Source: an optimization exercise on an open RTL-to-GDS flow (aim: small area, a short achievable clock period and few clock cycles per item). Production flows keep margins and buffers that such runs may drop.
Function was checked by simulation only, so behaviour that the tests miss may differ from the original.
No activity file was given, so power comes from the tool's default toggle rates.

==> flow/design.v (excerpt) <==
module proc_core_param #(
    parameter int DATA_W = 16,
    parameter int NREG   = 16,
    parameter int PC_W   = 8
) (
    input  logic                    clk,
    input  logic                    rst,
    input  logic                    run,
    output logic [PC_W-1:0]         imem_addr,
    input  logic [DATA_W-1:0]       imem_data,
    input  logic [$clog2(NREG)-1:0] dbg_sel,
    output logic [DATA_W-1:0]       dbg_data,
    output logic                    done,
    output logic                    halted,
    output logic                    zero_flag,
    output logic                    carry_flag,
    output logic                    illegal
);
For scale: roughly 52 I/O pins.
Settings: LEC_CHECK=0, CAP_MARGIN=20, CORE_MARGIN=2, CORE_UTILIZATION=60, CTS_CLUSTER_DIAMETER=100, CTS_CLUSTER_SIZE=22, SETUP_SLACK_MARGIN=2.35, SLEW_MARGIN=20, SYNTH_HIERARCHICAL=1, SYNTH_MINIMUM_KEEP_SIZE=0; clock period 6.0 ns.
standard.sh (not shown) runs the stock make flow with config.mk's settings and CLKGATE_MAP_FILE= SYNTH_SCRIPT=/design/flow/synth_recipe.tcl, a recipe that flattens the netlist after the stock synthesis.
==> flow/flow/run.sh <==
#!/bin/bash
# Standard layout; the port buffers are buf_4 cells instead of the default
# choice, and before global routing extra gate sizing runs on the worst paths
# (flow/pre_grt.tcl).
bash standard.sh "BUFFER_PORTS_ARGS=-buffer_cell sky130_fd_sc_hd__buf_4" "PRE_GLOBAL_ROUTE_TCL=$PWD/flow/pre_grt.tcl" finish > standard.log 2>&1
==> flow/flow/pre_grt.tcl <==
# Greedy gate sizing on the worst setup paths before global routing (with
# placement parasitics, re-estimated after every change): for each cell on the worst path, try the other drive
# strengths of the same cell and keep the change that most improves that path
# without lowering the worst slack. Then legalize the placement.
proc my_sizes {cell} {
  set name [get_name $cell]
  if {![regexp {^(.*_)[0-9]+$} $name -> base]} { return {} }
  set out {}
  foreach c [get_lib_cells */${base}*] {
    set n [get_name $c]
    if {[regexp "^${base}\[0-9\]+\$" $n]} { lappend out $n }
  }
  return $out
}

proc my_worst {} { return [expr {[sta::worst_slack_cmd max] * 1e9}] }

proc my_ep_slack {ep} {
  return [get_property [lindex [find_timing_paths -to $ep -path_delay max] 0] slack]
}

# Upsize or downsize one cell at a time on the worst path: a change is kept when
# it improves that path's endpoint without lowering the worst slack.
proc my_size_pass {max_iter target} {
  set changed 0
  for {set it 0} {$it < $max_iter} {incr it} {
    estimate_parasitics -placement
    set ws [my_worst]
    if {$ws >= $target} { break }
    set pe [lindex [find_timing_paths -path_delay max -sort_by_slack -group_path_count 1] 0]
    set ep [get_property $pe endpoint]
    set insts {}
    foreach pt [get_property $pe points] {
      set pin [get_property $pt pin]
      if {[$pin instance] eq "NULL"} { continue }
      if {[get_property $pin direction] ne "output"} { continue }
      set inst [get_cells -of_objects $pin]
      if {[regexp {__(e?df|dl|sdf)} [get_property $inst ref_name]]} { continue }
      lappend insts $inst
    }
    set best_es $ws
    set best {}
    foreach inst $insts {
      set iname [get_full_name $inst]
      set cur [get_property $inst ref_name]
      foreach cand [my_sizes [get_lib_cells */$cur]] {
        if {$cand eq $cur} { continue }
        replace_cell $iname [lindex [get_lib_cells */$cand] 0]
        estimate_parasitics -placement
        set es [my_ep_slack $ep]
        if {$es > $best_es + 0.001 && [my_worst] >= $ws - 0.0001} {
          set best_es $es
          set best [list $iname $cand]
        }
        replace_cell $iname [lindex [get_lib_cells */$cur] 0]
      }
    }
    if {$best eq {}} { break }
    replace_cell [lindex $best 0] [lindex [get_lib_cells */[lindex $best 1]] 0]
    incr changed
    puts "my_size: [lindex $best 0] -> [lindex $best 1], [get_full_name $ep] $ws -> $best_es, worst [my_worst]"
  }
  return $changed
}

set_propagated_clock [all_clocks]
estimate_parasitics -placement
puts "my_size: start, worst slack [my_worst]"
set n [my_size_pass 100 2.7]
detailed_placement
estimate_parasitics -placement
puts "my_size: resized $n cells, worst slack [my_worst]"
Testbench counts at the start, summed over its fixed seeds: cycles 21,661, instrs 15,299.
==> next run, changes <==
--- a/flow/flow/pre_grt.tcl
+++ b/flow/flow/pre_grt.tcl
@@ -4 +4,2 @@
-# without lowering the worst slack. Then legalize the placement.
+# without lowering the worst slack. Then downsize cells off the critical paths,
+# and legalize the placement.
@@ -65,0 +67,46 @@
+# Downsize cells off the critical paths: a smaller drive strength is kept when
+# every path through the cell keeps at least guard ns more slack than the
+# worst slack had before, and the worst slack does not drop.
+proc my_downsize_pass {guard} {
+  estimate_parasitics -placement
+  set ws0 [my_worst]
+  set changed 0
+  set saved 0.0
+  foreach inst [get_cells *] {
+    set cur [get_property $inst ref_name]
+    if {[regexp {__(e?df|dl|sdf|clkbuf|clkinv|tap|fill|decap)} $cur]} { continue }
+    set sizes [my_sizes [get_lib_cells */$cur]]
+    if {[llength $sizes] < 2} { continue }
+    set cur_area [get_property [lindex [get_lib_cells */$cur] 0] area]
+    set iname [get_full_name $inst]
+    set outs {}
+    foreach p [get_pins -of_objects $inst -filter "direction == output"] { lappend outs $p }
+    if {$outs eq {}} { continue }
+    # smaller cells, smallest first
+    set cands {}
+    foreach c $sizes {
+      set a [get_property [lindex [get_lib_cells */$c] 0] area]
+      if {$a < $cur_area - 0.01} { lappend cands [list $a $c] }
+    }
+    foreach ac [lsort -real -index 0 $cands] {
+      set c [lindex $ac 1]
+      replace_cell $iname [lindex [get_lib_cells */$c] 0]
+      estimate_parasitics -placement
+      set ok [expr {[my_worst] >= $ws0 - 0.0001}]
+      if {$ok} {
+        set pe [lindex [find_timing_paths -through [lindex $outs 0] -path_delay max] 0]
+        if {$pe ne "" && [get_property $pe slack] < $ws0 + $guard} { set ok 0 }
+      }
+      if {$ok} {
+        incr changed
+        set saved [expr {$saved + $cur_area - [lindex $ac 0]}]
+        break
+      }
+      replace_cell $iname [lindex [get_lib_cells */$cur] 0]
+    }
+  }
+  estimate_parasitics -placement
+  puts "my_downsize: $changed cells, [format %.1f $saved] um2 saved, worst slack $ws0 -> [my_worst]"
+  return $changed
+}
+
@@ -69,0 +117 @@
+my_downsize_pass 0.05
CORE_UTILIZATION = 50   (was 60)
SETUP_SLACK_MARGIN = 2.2   (was 2.35)
Outcome:
- The changed run completed with no timing, DRC or antenna violations
- sequential share of layout area rises by 1.2 points
- hold slack is worse by 0.025 ns
- cell area goes down by 2.9%
- global-route usage is lower by 5.5 points
- synthesized cell count stays the same
- final cell count came out higher by 4.3%
- via count goes down by 2.3%
- routed wire length goes up by 2.6%
- worst setup slack is worse by 0.071 ns

========
== build 53 ==
The RTL this note starts from:
==> flow/design.v <==
module proc_core_param #(
    parameter int DATA_W = 16,
    parameter int NREG   = 16,
    parameter int PC_W   = 8
) (
    input  logic                    clk,
    input  logic                    rst,
    input  logic                    run,
    output logic [PC_W-1:0]         imem_addr,
    input  logic [DATA_W-1:0]       imem_data,
    input  logic [$clog2(NREG)-1:0] dbg_sel,
    output logic [DATA_W-1:0]       dbg_data,
    output logic                    done,
    output logic                    halted,
    output logic                    zero_flag,
    output logic                    carry_flag,
    output logic                    illegal
);
    localparam int RA_W = $clog2(NREG);
    localparam logic [3:0] OP_NOP  = 4'd0;
    localparam logic [3:0] OP_LDI  = 4'd1;
    localparam logic [3:0] OP_MOV  = 4'd2;
    localparam logic [3:0] OP_ADD  = 4'd3;
    localparam logic [3:0] OP_SUB  = 4'd4;
    localparam logic [3:0] OP_JZ   = 4'd5;
    localparam logic [3:0] OP_HALT = 4'd6;
    logic [PC_W-1:0]              fa;
    logic                         dv;
    logic                         ir_v;
    logic [3:0]                   ir_op;
    logic [RA_W-1:0]              ir_rx, ir_ry;
    logic [NREG-1:0][DATA_W-1:0]  regs;
    logic [3:0]                   d_op;
    logic                         two_word, ex, first, d_halt, taken, go;
    logic [DATA_W-1:0]            a, b, wdata;
    logic [DATA_W:0]              s;
    logic                         sub;
    assign d_op     = imem_data[DATA_W-1 -: 4];
    assign two_word = (ir_op == OP_LDI) || (ir_op == OP_JZ);
    assign ex       = ir_v && (!two_word || dv);
    assign first    = dv && !(ir_v && two_word);
    assign d_halt   = first && (d_op == OP_HALT);
    assign go       = run && !halted;
    assign a = regs[ir_rx];
    assign b = regs[ir_ry];
    assign taken     = ir_v && dv && (ir_op == OP_JZ) && (a == '0);
    assign imem_addr = taken ? imem_data[PC_W-1:0] : fa;
    assign sub   = (ir_op == OP_SUB);
    assign s     = {1'b0, a} + {1'b0, b ^ {DATA_W{sub}}} + {{DATA_W{1'b0}}, sub};
    assign wdata = (ir_op == OP_LDI) ? imem_data : (ir_op == OP_MOV) ? b : s[DATA_W-1:0];
    assign dbg_data = regs[dbg_sel];
    always_ff @(posedge clk or posedge rst) begin
        if (rst) begin
            fa    <= '0;
            dv    <= 1'b0;
            ir_v  <= 1'b0;
            ir_op <= '0;
            ir_rx <= '0;
            ir_ry <= '0;
        end else if (go) begin
            dv <= 1'b1;
            fa <= imem_addr + 1'b1;
            if (first) begin
                ir_v  <= !d_halt;
                ir_op <= d_op;
                ir_rx <= imem_data[DATA_W-5 -: RA_W];
                ir_ry <= imem_data[DATA_W-5-RA_W -: RA_W];
            end else if (ex) begin
                ir_v <= 1'b0;
            end
        end else begin
            dv <= 1'b0;
            fa <= fa - {{(PC_W-1){1'b0}}, dv};
        end
    end
    always_ff @(posedge clk or posedge rst) begin
        if (rst) begin
            regs       <= '0;
            done       <= 1'b0;
            halted     <= 1'b0;
            zero_flag  <= 1'b0;
            carry_flag <= 1'b0;
            illegal    <= 1'b0;
        end else begin
            done <= go && ex;
            if (go) begin
                if (d_halt) halted <= 1'b1;
                if (ex) begin
                    case (ir_op)
                        OP_NOP, OP_JZ: ;
                        OP_LDI, OP_MOV: regs[ir_rx] <= wdata;
                        OP_ADD, OP_SUB: begin
                            regs[ir_rx] <= wdata;
                            zero_flag   <= (s[DATA_W-1:0] == '0);
                            carry_flag  <= s[DATA_W] ^ sub;
                        end
                        default: illegal <= 1'b1;
                    endcase
                end
            end
        end
    end
endmodule
export LEC_CHECK = 0
export ABC_CLOCK_PERIOD_IN_PS = 3000
export CAP_MARGIN = 20
export CORE_MARGIN = 2
export CORE_UTILIZATION = 50
export SETUP_SLACK_MARGIN = 2.5
export SLEW_MARGIN = 20
create_clock -name core_clock -period 6.0 [get_ports {clk}]
run.sh (not shown) runs the stock make flow with config.mk's settings and CLKGATE_MAP_FILE= SYNTH_SCRIPT=/design/flow/synth_recipe.tcl, a recipe that flattens the netlist after the stock synthesis.
Stock flow here: none of the scripts above is used.
Testbench counts of build 53, summed over its fixed seeds: cycles 21,661, instrs 15,299.
#### Input delta (build 15 over build 53)
# build 53
export LEC_CHECK = 0
export ABC_CLOCK_PERIOD_IN_PS = 3000
export CAP_MARGIN = 20
export CORE_MARGIN = 2
export CORE_UTILIZATION = 50
export SETUP_SLACK_MARGIN = 2.5
export SLEW_MARGIN = 20
create_clock -name core_clock -period 6.0 [get_ports {clk}]
# build 15
export LEC_CHECK = 0
export CAP_MARGIN = 20
export CORE_MARGIN = 2
export CORE_UTILIZATION = 40
export SLEW_MARGIN = 20
create_clock -name core_clock -period 6.0 [get_ports {clk}]
- Result: PASS for each of build 15 and build 53
- Switching part of the total power: build 15 lower than build 53
- From build 53 to build 15 the numbers moved as follows: number of antenna violations at the first check in global routing went up, maximum ir drop on the vdd rail went up by about 4.3%.
- Going from build 53 to build 15, cell count grew slightly.
- Comparing build 15 and build 53, the lower full die area was measured on build 53.
- Against build 53, build 15 reports a post-route clock period utilization that is higher.
- Diff build 53 -> build 15: final wirelength fell by 8.3%; count of buffers added by post-CTS timing repair for setup fell by 53; portion of total power attributed to combinational logic fell by 10 points; worst setup slack fell by 0.96 ns.
Changes in build 34 relative to build 15:
# build 15
export LEC_CHECK = 0
export CAP_MARGIN = 20
export CORE_MARGIN = 2
export CORE_UTILIZATION = 40
export SLEW_MARGIN = 20
create_clock -name core_clock -period 6.0 [get_ports {clk}]
# build 34
export LEC_CHECK = 0
export CAP_MARGIN = 20
export CORE_MARGIN = 2
export CORE_UTILIZATION = 50
export SETUP_SLACK_MARGIN = 2.5
export SLEW_MARGIN = 20
create_clock -name core_clock -period 6.0 [get_ports {clk}]
## What came out
From build 15 to build 34 the numbers moved as follows: total power went up by about 24%, multi-input gate share of the layout cell area went down by 0.74 points, row count went down by 8, antenna diode count went down by 1. Of the two values seen for critical path capture point, imem_addr[4] was produced by build 34 and imem_addr[6] by build 15. Build 34 has completed all stages; timing, DRC and antenna checks passed.

-- afterwards: timing with drivers on the ports --
Ports are ideal in the flow. The routed layouts listed here were re-timed in OpenROAD.
Step 1, drivers: a clkbuf_16 drives clk and a buf_2 each remaining input, both assumed.
Step 2 moves the port delays by t, midway between the first and last clock arrival at a register: inputs arrive t later, outputs are due t later. That takes back most of the time a late clock gives input paths.
Three values: ideal, step 1, step 2; two values: the first two.
| run | t, ns | setup WS [ns] | slew at the worst register clock pin (ns) | pins driven straight from the clock port |
|---|---|---|---|---|
| the first run of note 1 | 0.573 | 2.326 / 2.274 / 1.892 | 0.10 / 0.10 | 1 |
| the second run of note 1 | 0.577 | 2.255 / 2.208 / 1.933 | 0.10 / 0.10 | 1 |
| build 53 | 0.612 | 1.077 / 1.021 / 1.113 | 0.07 / 0.07 | 1 |
| build 15 | 0.611 | 0.122 / 0.064 / 0.588 | 0.07 / 0.07 | 1 |
| build 34 | 0.612 | 1.077 / 1.021 / 1.113 | 0.07 / 0.07 | 1 |
After both steps every run listed still meets setup and hold. The setup slack of the first run of note 1, which loses most, moves by -0.052 ns with the drivers and by -0.434 ns with both steps.
